This design comes from an exercise in tuning for small area on the open sky130 flow, not from production work. RTL that was checked went through simulation tests only; none was proved equivalent to the original. No activity file was given, so power comes from the tool's default toggle rates.

==> inputs of raven <==
==> flow/design.v (excerpt) <==
module regfile_scoreboard #(
    parameter int DATA_W   = 32,
    parameter int ADDR_W   = 5,
    parameter int NUM_RD   = 2,
    parameter int ZERO_REG = 1
) (
    input  logic                     clk,
    input  logic                     rst,
    input  logic [NUM_RD*ADDR_W-1:0] raddr,
    input  logic [NUM_RD-1:0]        ren,
    output logic [NUM_RD*DATA_W-1:0] rdata,
    output logic [NUM_RD-1:0]        rbusy,
    output logic                     stall,
    input  logic                     we,
    input  logic [ADDR_W-1:0]        waddr,
    input  logic [DATA_W-1:0]        wdata,
    input  logic                     set_en,
    input  logic [ADDR_W-1:0]        set_addr,
    input  logic                     flush,
    output logic [ADDR_W:0]          busy_cnt
);
export LEC_CHECK = 0
export CAP_MARGIN = 20
export CORE_MARGIN = 2
export CORE_UTILIZATION = 50
export PLACE_DENSITY = 0.6
export SLEW_MARGIN = 20
export SYNTH_HIERARCHICAL = 1
export SYNTH_MINIMUM_KEEP_SIZE = 0
create_clock -name core_clock -period 7.0 [get_ports {clk}]
run.sh (not shown) runs the stock make flow with config.mk's settings and CLKGATE_MAP_FILE= SYNTH_SCRIPT=/design/flow/synth_recipe.tcl, a recipe that flattens the netlist after the stock synthesis.
==> inputs of violet, as changes to raven <==
--- a/flow/design.v
+++ b/flow/design.v
@@ -1,28 +1,56 @@
 module rf_hold (
     input  logic q,
     input  logic w,
     input  logic s,
     input  logic sn,
     output logic y
 );
-    assign y = (q & sn) | (w & s);
+    assign y = ~((q | s) & (w | sn));
 endmodule
 module rf_aoi222 (
     input  logic a1, a2, b1, b2, c1, c2,
     output logic y
 );
     assign y = ~((a1 & a2) | (b1 & b2) | (c1 & c2));
 endmodule
 module rf_nand2 (
     input  logic a,
     input  logic b,
     output logic y
 );
     assign y = ~(a & b);
+endmodule
+module rf_and2 (
+    input  logic a,
+    input  logic b,
+    output logic y
+);
+    assign y = a & b;
+endmodule
+module rf_and3 (
+    input  logic a,
+    input  logic b,
+    input  logic c,
+    output logic y
+);
+    assign y = a & b & c;
+endmodule
+module rf_or2 (
+    input  logic a,
+    input  logic b,
+    output logic y
+);
+    assign y = a | b;
+endmodule
+module rf_inv (
+    input  logic a,
+    output logic y
+);
+    assign y = ~a;
 endmodule
 module rf_fa (
     input  logic a,
     input  logic b,
     input  logic c,
     output logic s,
     output logic co
@@ -33,14 +61,21 @@
 module rf_nand #(
     parameter int N = 11
 ) (
     input  logic [N-1:0] a,
     output logic         y
 );
     assign y = ~&a;
+endmodule
+module rf_xor (
+    input  logic a,
+    input  logic t,
+    output logic y
+);
+    assign y = a ^ t;
 endmodule
 module regfile_scoreboard #(
     parameter int DATA_W   = 32,
     parameter int ADDR_W   = 5,
     parameter int NUM_RD   = 2,
     parameter int ZERO_REG = 1
 ) (
@@ -68,32 +103,56 @@
     logic [DATA_W-1:0] regs_q [DEPTH];
     logic [DATA_W-1:0] regs_d [DEPTH];
     logic [DEPTH-1:0]  valid_q;
     logic [DEPTH-1:0]  busy_q;
     logic [DEPTH-1:0]  wsel_s;
     logic [DEPTH-1:0]  wsel_n;
     logic [DEPTH-1:0]  ssel_s;
+    logic              phase_q;
+    logic [DATA_W-1:0] wenc_s;
+    always_ff @(posedge clk) begin
+        phase_q <= ~phase_q;
+    end
+    for (genvar b = 0; b < DATA_W; b++) begin : g_wenc
+        logic x;
+        assign x = ~(wdata[b] ^ phase_q);
+        rf_inv u_drv (.a(x), .y(wenc_s[b]));
+    end
+    localparam int LW = (ADDR_W > 3) ? 3 : ADDR_W;
+    localparam int HW = ADDR_W - LW;
+    logic [(1 << HW)-1:0] whi_s, whi_n;
+    logic [(1 << LW)-1:0] wlo_s, wlo_n;
     always_comb begin
-        wsel_s = '0;
+        for (int j = 0; j < (1 << HW); j++) whi_s[j] = we && (waddr >> LW) == ADDR_W'(j);
+        for (int j = 0; j < (1 << LW); j++) wlo_s[j] = waddr[LW-1:0] == LW'(j);
+        whi_n = ~whi_s;
+        wlo_n = ~wlo_s;
+    end
+    for (genvar i = 0; i < DEPTH; i++) begin : g_wdec
+        if (i < LO) begin : g_zero
+            assign wsel_s[i] = 1'b0;
+            assign wsel_n[i] = 1'b1;
+        end else begin : g_sel
+            rf_and2 u_s  (.a(whi_s[i >> LW]), .b(wlo_s[i % (1 << LW)]), .y(wsel_s[i]));
+            rf_or2  u_sn (.a(whi_n[i >> LW]), .b(wlo_n[i % (1 << LW)]), .y(wsel_n[i]));
+        end
+    end
+    always_comb begin
         ssel_s = '0;
-        for (int i = LO; i < DEPTH; i++) begin
-            wsel_s[i] = we && (waddr == ADDR_W'(i));
-            ssel_s[i] = set_en && (set_addr == ADDR_W'(i));
-        end
-        wsel_n = ~wsel_s;
+        for (int i = LO; i < DEPTH; i++) ssel_s[i] = set_en && (set_addr == ADDR_W'(i));
     end
     for (genvar i = 0; i < DEPTH; i++) begin : g_word
         if (i < LO) begin : g_zero
             assign regs_q[i] = '0;
             assign regs_d[i] = '0;
         end else begin : g_reg
             for (genvar b = 0; b < DATA_W; b++) begin : g_bit
                 rf_hold u_hold (
                     .q (regs_q[i][b]),
-                    .w (wdata[b]),
+                    .w (wenc_s[b]),
                     .s (wsel_s[i]),
                     .sn(wsel_n[i]),
                     .y (regs_d[i][b])
                 );
             end
             always_ff @(posedge clk) begin
                 regs_q[i] <= regs_d[i];
@@ -107,29 +166,39 @@
         end else begin
             for (int i = LO; i < DEPTH; i++) begin
                 valid_q[i] <= valid_q[i] | wsel_s[i];
                 busy_q[i]  <= !flush && ((busy_q[i] && !wsel_s[i]) || ssel_s[i]);
             end
         end
     end
+    logic [DEPTH-1:0] rd_ok;
+    logic [DEPTH-1:0] bz_ok;
+    assign rd_ok = valid_q & wsel_n;
+    assign bz_ok = busy_q & wsel_n;
     for (genvar k = 0; k < NUM_RD; k++) begin : g_port
         logic [ADDR_W-1:0] ra;
         logic              byp;
         logic [DEPTH-1:0]  dec;
         logic [NT-1:0]     tsel;
         logic [DATA_W-1:0] tdat [NT];
         assign ra  = raddr[k*ADDR_W +: ADDR_W];
         assign byp = we && (waddr == ra) && !((ZERO_REG != 0) && (ra == '0));
+        logic [(1 << HW)-1:0] rhi;
+        logic [(1 << LW)-1:0] rlo;
         always_comb begin
             for (int i = 0; i < DEPTH; i++) dec[i] = (ra == ADDR_W'(i));
-        end
+            for (int j = 0; j < (1 << HW); j++) rhi[j] = (ra >> LW) == ADDR_W'(j);
+            for (int j = 0; j < (1 << LW); j++) rlo[j] = ra[LW-1:0] == LW'(j);
+        end
+        logic tph;
+        assign tph = phase_q & (|tsel);
         assign tsel[0] = byp;
-        assign tdat[0] = wdata;
+        assign tdat[0] = wenc_s;
         for (genvar i = LO; i < DEPTH; i++) begin : g_term
-            assign tsel[i + 1 - LO] = dec[i] & valid_q[i] & ~byp;
+            rf_and3 u_sel (.a(rhi[i >> LW]), .b(rlo[i % (1 << LW)]), .c(rd_ok[i]), .y(tsel[i + 1 - LO]));
             assign tdat[i + 1 - LO] = regs_q[i];
         end
         for (genvar b = 0; b < DATA_W; b++) begin : g_bit
             logic [NG-1:0] n;
             for (genvar g = 0; g < NG3; g++) begin : g_grp
                 rf_aoi222 u_aoi (
                     .a1(tsel[3*g]),     .a2(tdat[3*g][b]),
@@ -137,17 +206,19 @@
                     .c1(tsel[3*g + 2]), .c2(tdat[3*g + 2][b]),
                     .y (n[g])
                 );
             end
             for (genvar r = 0; r < REM; r++) begin : g_rem
                 rf_nand2 u_nand (.a(tsel[3*NG3 + r]), .b(tdat[3*NG3 + r][b]), .y(n[NG3 + r]));
             end
-            rf_nand #(.N(NG)) u_or (.a(n), .y(rdata[k*DATA_W + b]));
-        end
-        assign rbusy[k] = |(dec & busy_q) & ~byp;
+            logic o;
+            rf_nand #(.N(NG)) u_or (.a(n), .y(o));
+            rf_xor u_ph (.a(o), .t(tph), .y(rdata[k*DATA_W + b]));
+        end
+        assign rbusy[k] = |(dec & bz_ok);
     end
     assign stall = |(ren & rbusy);
     if (DEPTH == 32 && LO == 1) begin : g_pc31
         logic [25:0] pc_s;
         logic [25:0] pc_c;
         rf_fa u_pc0 (.a(busy_q[1]), .b(busy_q[2]), .c(busy_q[3]), .s(pc_s[0]), .co(pc_c[0]));
         rf_fa u_pc1 (.a(busy_q[4]), .b(busy_q[5]), .c(busy_q[6]), .s(pc_s[1]), .co(pc_c[1]));
==> flow/flow/run.sh (new file) <==
#!/bin/bash
# Layout flow: the standard ORFS flow (unchanged synthesis, floorplan, power
# grid, placement and routing), with settings changed through the stage
# variables ORFS reads from the environment:
#   - ports are buffered with a plain buffer instead of the default pick;
#   - clock tree synthesis uses larger sink clusters and no dummy loads.
# All tool output goes to standard_flow.log here and to ORFS's own logs under orfs/logs/.
set -euo pipefail
export BUFFER_PORTS_ARGS="-buffer_cell sky130_fd_sc_hd__buf_1"
export CTS_ARGS="-sink_clustering_enable -repair_clock_nets -dont_use_dummy_load -sink_clustering_size 25 -sink_clustering_max_diameter 70 -buf_list sky130_fd_sc_hd__clkbuf_16"
bash standard.sh > standard_flow.log 2>&1
==> flow/standard.sh (new file) <==
#!/bin/bash
# synth_recipe.tcl (not shown) runs the flow's synth.tcl, then flattens the netlist and writes it again
# the make line also repeats each setting of config.mk as NAME=value (left out here)
make -C /OpenROAD-flow-scripts/flow DESIGN_CONFIG=/design/flow/config.mk WORK_HOME=/design/flow/orfs CLKGATE_MAP_FILE= SYNTH_SCRIPT=/design/flow/synth_recipe.tcl "${@:-finish}"
PLACE_DENSITY = 0.62   (was 0.6)
removed: flow/run.sh
==> inputs of fjord, as changes to raven <==
--- a/flow/design.v
+++ b/flow/design.v
@@ -1,15 +1,15 @@
 module rf_hold (
     input  logic q,
     input  logic w,
     input  logic s,
     input  logic sn,
     output logic y
 );
-    assign y = (q & sn) | (w & s);
+    assign y = ~((q | s) & (w | sn));
 endmodule
 module rf_aoi222 (
     input  logic a1, a2, b1, b2, c1, c2,
     output logic y
 );
     assign y = ~((a1 & a2) | (b1 & b2) | (c1 & c2));
 endmodule
@@ -33,14 +33,21 @@
 module rf_nand #(
     parameter int N = 11
 ) (
     input  logic [N-1:0] a,
     output logic         y
 );
     assign y = ~&a;
+endmodule
+module rf_xor (
+    input  logic a,
+    input  logic t,
+    output logic y
+);
+    assign y = a ^ t;
 endmodule
 module regfile_scoreboard #(
     parameter int DATA_W   = 32,
     parameter int ADDR_W   = 5,
     parameter int NUM_RD   = 2,
     parameter int ZERO_REG = 1
 ) (
@@ -68,14 +75,20 @@
     logic [DATA_W-1:0] regs_q [DEPTH];
     logic [DATA_W-1:0] regs_d [DEPTH];
     logic [DEPTH-1:0]  valid_q;
     logic [DEPTH-1:0]  busy_q;
     logic [DEPTH-1:0]  wsel_s;
     logic [DEPTH-1:0]  wsel_n;
     logic [DEPTH-1:0]  ssel_s;
+    logic              phase_q;
+    logic [DATA_W-1:0] wenc_s;
+    always_ff @(posedge clk) begin
+        phase_q <= ~phase_q;
+    end
+    assign wenc_s = wdata ^ {DATA_W{phase_q}};
     always_comb begin
         wsel_s = '0;
         ssel_s = '0;
         for (int i = LO; i < DEPTH; i++) begin
             wsel_s[i] = we && (waddr == ADDR_W'(i));
             ssel_s[i] = set_en && (set_addr == ADDR_W'(i));
         end
@@ -85,15 +98,15 @@
         if (i < LO) begin : g_zero
             assign regs_q[i] = '0;
             assign regs_d[i] = '0;
         end else begin : g_reg
             for (genvar b = 0; b < DATA_W; b++) begin : g_bit
                 rf_hold u_hold (
                     .q (regs_q[i][b]),
-                    .w (wdata[b]),
+                    .w (wenc_s[b]),
                     .s (wsel_s[i]),
                     .sn(wsel_n[i]),
                     .y (regs_d[i][b])
                 );
             end
             always_ff @(posedge clk) begin
                 regs_q[i] <= regs_d[i];
@@ -107,29 +120,35 @@
         end else begin
             for (int i = LO; i < DEPTH; i++) begin
                 valid_q[i] <= valid_q[i] | wsel_s[i];
                 busy_q[i]  <= !flush && ((busy_q[i] && !wsel_s[i]) || ssel_s[i]);
             end
         end
     end
+    logic [DEPTH-1:0] rd_ok;
+    logic [DEPTH-1:0] bz_ok;
+    assign rd_ok = valid_q & wsel_n;
+    assign bz_ok = busy_q & wsel_n;
     for (genvar k = 0; k < NUM_RD; k++) begin : g_port
         logic [ADDR_W-1:0] ra;
         logic              byp;
         logic [DEPTH-1:0]  dec;
         logic [NT-1:0]     tsel;
         logic [DATA_W-1:0] tdat [NT];
         assign ra  = raddr[k*ADDR_W +: ADDR_W];
         assign byp = we && (waddr == ra) && !((ZERO_REG != 0) && (ra == '0));
         always_comb begin
             for (int i = 0; i < DEPTH; i++) dec[i] = (ra == ADDR_W'(i));
         end
+        logic tph;
+        assign tph = phase_q & (byp | (|(dec[DEPTH-1:LO] & rd_ok[DEPTH-1:LO])));
         assign tsel[0] = byp;
-        assign tdat[0] = wdata;
+        assign tdat[0] = wenc_s;
         for (genvar i = LO; i < DEPTH; i++) begin : g_term
-            assign tsel[i + 1 - LO] = dec[i] & valid_q[i] & ~byp;
+            assign tsel[i + 1 - LO] = dec[i] & rd_ok[i];
             assign tdat[i + 1 - LO] = regs_q[i];
         end
         for (genvar b = 0; b < DATA_W; b++) begin : g_bit
             logic [NG-1:0] n;
             for (genvar g = 0; g < NG3; g++) begin : g_grp
                 rf_aoi222 u_aoi (
                     .a1(tsel[3*g]),     .a2(tdat[3*g][b]),
@@ -137,17 +156,19 @@
                     .c1(tsel[3*g + 2]), .c2(tdat[3*g + 2][b]),
                     .y (n[g])
                 );
             end
             for (genvar r = 0; r < REM; r++) begin : g_rem
                 rf_nand2 u_nand (.a(tsel[3*NG3 + r]), .b(tdat[3*NG3 + r][b]), .y(n[NG3 + r]));
             end
-            rf_nand #(.N(NG)) u_or (.a(n), .y(rdata[k*DATA_W + b]));
-        end
-        assign rbusy[k] = |(dec & busy_q) & ~byp;
+            logic o;
+            rf_nand #(.N(NG)) u_or (.a(n), .y(o));
+            rf_xor u_ph (.a(o), .t(tph), .y(rdata[k*DATA_W + b]));
+        end
+        assign rbusy[k] = |(dec & bz_ok);
     end
     assign stall = |(ren & rbusy);
     if (DEPTH == 32 && LO == 1) begin : g_pc31
         logic [25:0] pc_s;
         logic [25:0] pc_c;
         rf_fa u_pc0 (.a(busy_q[1]), .b(busy_q[2]), .c(busy_q[3]), .s(pc_s[0]), .co(pc_c[0]));
         rf_fa u_pc1 (.a(busy_q[4]), .b(busy_q[5]), .c(busy_q[6]), .s(pc_s[1]), .co(pc_c[1]));
==> flow/flow/run.sh (new file) <==
#!/bin/bash
# Layout flow: the standard ORFS flow (unchanged synthesis, floorplan, power
# grid, placement and routing), with settings changed through the stage
# variables ORFS reads from the environment:
#   - ports are buffered with a plain buffer instead of the default pick;
#   - clock tree synthesis uses larger sink clusters and no dummy loads;
# All tool output goes to standard_flow.log here and to ORFS's own logs under orfs/logs/.
set -euo pipefail
export BUFFER_PORTS_ARGS="-buffer_cell sky130_fd_sc_hd__buf_1"
export CTS_ARGS="-sink_clustering_enable -repair_clock_nets -dont_use_dummy_load -sink_clustering_size 25 -sink_clustering_max_diameter 70 -buf_list sky130_fd_sc_hd__clkbuf_16"
bash standard.sh > standard_flow.log 2>&1
==> flow/standard.sh (new file) <==
#!/bin/bash
# synth_recipe.tcl (not shown) runs the flow's synth.tcl, then flattens the netlist and writes it again
# the make line also repeats each setting of config.mk as NAME=value (left out here)
make -C /OpenROAD-flow-scripts/flow DESIGN_CONFIG=/design/flow/config.mk WORK_HOME=/design/flow/orfs CLKGATE_MAP_FILE= SYNTH_SCRIPT=/design/flow/synth_recipe.tcl "${@:-finish}"
PLACE_DENSITY = 0.62   (was 0.6)
removed: flow/run.sh
==> inputs of cedar, as changes to raven <==
--- a/flow/design.v
+++ b/flow/design.v
@@ -107,29 +107,33 @@
         end else begin
             for (int i = LO; i < DEPTH; i++) begin
                 valid_q[i] <= valid_q[i] | wsel_s[i];
                 busy_q[i]  <= !flush && ((busy_q[i] && !wsel_s[i]) || ssel_s[i]);
             end
         end
     end
+    logic [DEPTH-1:0] rd_ok;
+    logic [DEPTH-1:0] bz_ok;
+    assign rd_ok = valid_q & wsel_n;
+    assign bz_ok = busy_q & wsel_n;
     for (genvar k = 0; k < NUM_RD; k++) begin : g_port
         logic [ADDR_W-1:0] ra;
         logic              byp;
         logic [DEPTH-1:0]  dec;
         logic [NT-1:0]     tsel;
         logic [DATA_W-1:0] tdat [NT];
         assign ra  = raddr[k*ADDR_W +: ADDR_W];
         assign byp = we && (waddr == ra) && !((ZERO_REG != 0) && (ra == '0));
         always_comb begin
             for (int i = 0; i < DEPTH; i++) dec[i] = (ra == ADDR_W'(i));
         end
         assign tsel[0] = byp;
         assign tdat[0] = wdata;
         for (genvar i = LO; i < DEPTH; i++) begin : g_term
-            assign tsel[i + 1 - LO] = dec[i] & valid_q[i] & ~byp;
+            assign tsel[i + 1 - LO] = dec[i] & rd_ok[i];
             assign tdat[i + 1 - LO] = regs_q[i];
         end
         for (genvar b = 0; b < DATA_W; b++) begin : g_bit
             logic [NG-1:0] n;
             for (genvar g = 0; g < NG3; g++) begin : g_grp
                 rf_aoi222 u_aoi (
                     .a1(tsel[3*g]),     .a2(tdat[3*g][b]),
@@ -139,15 +143,15 @@
                 );
             end
             for (genvar r = 0; r < REM; r++) begin : g_rem
                 rf_nand2 u_nand (.a(tsel[3*NG3 + r]), .b(tdat[3*NG3 + r][b]), .y(n[NG3 + r]));
             end
             rf_nand #(.N(NG)) u_or (.a(n), .y(rdata[k*DATA_W + b]));
         end
-        assign rbusy[k] = |(dec & busy_q) & ~byp;
+        assign rbusy[k] = |(dec & bz_ok);
     end
     assign stall = |(ren & rbusy);
     if (DEPTH == 32 && LO == 1) begin : g_pc31
         logic [25:0] pc_s;
         logic [25:0] pc_c;
         rf_fa u_pc0 (.a(busy_q[1]), .b(busy_q[2]), .c(busy_q[3]), .s(pc_s[0]), .co(pc_c[0]));
         rf_fa u_pc1 (.a(busy_q[4]), .b(busy_q[5]), .c(busy_q[6]), .s(pc_s[1]), .co(pc_c[1]));
SETUP_SLACK_MARGIN = 0.15   (was not set)
==> run notes <==
violet finished clean. cedar finished with timing, DRC and antenna clean. raven produced a layout that fails on negative setup slack. fjord ran to the end with violations: negative setup slack.
Of violet and fjord, fjord has the higher final area (gap about 2.4%, measured against fjord).
Routed wire length: fjord < cedar < violet < raven.
In combinational power, cedar and raven hardly differ.
Against violet, the clock-buffer cell count of cedar is higher by 106.
Between fjord and violet, the lower area after synthesis is in fjord (gap 1.3%, measured against violet).
Synthesized cell count: violet is larger than cedar (about 5.6%).
In die area, raven and cedar hardly differ.
Via count, lowest first: fjord, cedar, raven, violet.
In violet the clock skew is higher than in raven, by 0.037 ns.
Global-route usage: raven > violet > fjord > cedar.
Register-to-register slack, lowest first: violet, fjord, cedar, raven.
==> figures <==
                                                                                   violet                    raven                    cedar                     fjord
Switching power as a share of total power                                           30.0%                    27.1%                    26.9%                     30.6%
Xor/xnor share of the synthesized area                                              2.22%                   0.168%                   0.168%                     2.25%
Register cell area after layout                                                0.0214 mm2               0.0214 mm2               0.0214 mm2                0.0214 mm2
Highest achievable clock rate                                                     147 MHz                  142 MHz                  147 MHz                   142 MHz
Met1 Track Usage GR                                                                 57.3%                    58.7%                    56.4%                     58.3%
Most common cell in the synthesized netlist                      sky130_fd_sc_hd__o22ai_1  sky130_fd_sc_hd__a22o_1  sky130_fd_sc_hd__a22o_1  sky130_fd_sc_hd__o22ai_1
Non-clock inverter instance count of the final layout                                  56                       34                       37                        34
Highest fanout seen on the critical path                                               33                       32                       23                        21
Setup skew after layout                                                         0.0372 ns                     0 ns                     0 ns                  0.119 ns
Net switching power                                                               4.18 mW                  4.39 mW                  4.48 mW                   4.28 mW
Total Routed Length                                                            208,000 um               212,000 um               201,000 um                197,000 um
Overall fraction of global-route tracks in use                                      47.1%                    47.3%                    45.1%                     45.6%
Share of cells above drive strength 1                                               9.00%                    11.8%                    13.4%                     10.1%
Number of distinct library cells after synthesis                                       63                       64                       59                        72
Core area                                                                      0.0808 mm2               0.0824 mm2               0.0824 mm2                0.0803 mm2
Power per Cell Area                                                            308 mW/mm2               324 mW/mm2               326 mW/mm2                302 mW/mm2
Proportion of cell area occupied by registers                                       47.3%                    42.9%                    42.1%                     46.2%
Overall Power                                                                     13.9 mW                  16.2 mW                  16.6 mW                   14.0 mW
Post-Synthesis Cells                                                                3,785                    3,540                    3,585                     3,716
Result of the run                                                timing/DRC/antenna clean          failed layout checks  timing/DRC/antenna clean           failed layout checks
Layout check failures                                                                   -     negative setup slack                        -      negative setup slack
Number of logic stages on the critical path including buffering                        10                       11                       11                        10
Mean number of vias per cell                                                         8.53                     8.52                     8.31                      8.40
Area enclosed by the die boundary                                              0.0842 mm2               0.0857 mm2               0.0857 mm2                0.0831 mm2
No functional check of the RTL was part of raven and fjord.

## re-timing with driven ports
The flow's constraints put no driver on any port. The routed layouts listed below were extracted and timed again, unchanged, in two steps.
Step 1: set_driving_cell puts a clkbuf_16 on clk and a buf_2 on each other input, an assumption about the parent block.
Step 2 moves the port delays by t, midway between the first and last clock arrival at a register: inputs arrive t later, outputs are due t later. That takes back most of the time a late clock gives input paths.
Slacks: ideal ports / drivers / drivers and shift; pairs: ideal ports / drivers.
| run | t (ns) | setup WS [ns] | hold slack, ns | worst setup path at the end | worst slew at a driven data input, ns |
|---|---|---|---|---|---|
| raven | 0.757 | -0.059 / -0.080 / -0.080 | 0.488 / 0.488 / 0.488 | input to output | 0.22 |
| violet | 0.737 | 0.185 / 0.160 / 0.160 | 0.460 / 0.460 / 0.460 | input to output | 0.06 |
| fjord | 0.709 | -0.049 / -0.090 / -0.090 | 0.471 / 0.471 / 0.471 | input to output | 0.07 |
| cedar | 0.772 | 0.195 / 0.175 / 0.175 | 0.472 / 0.472 / 0.472 | input to output | 0.09 |
For fjord, which loses most, drivers alone change the setup slack by -0.041 ns; drivers and shift together by -0.041 ns.
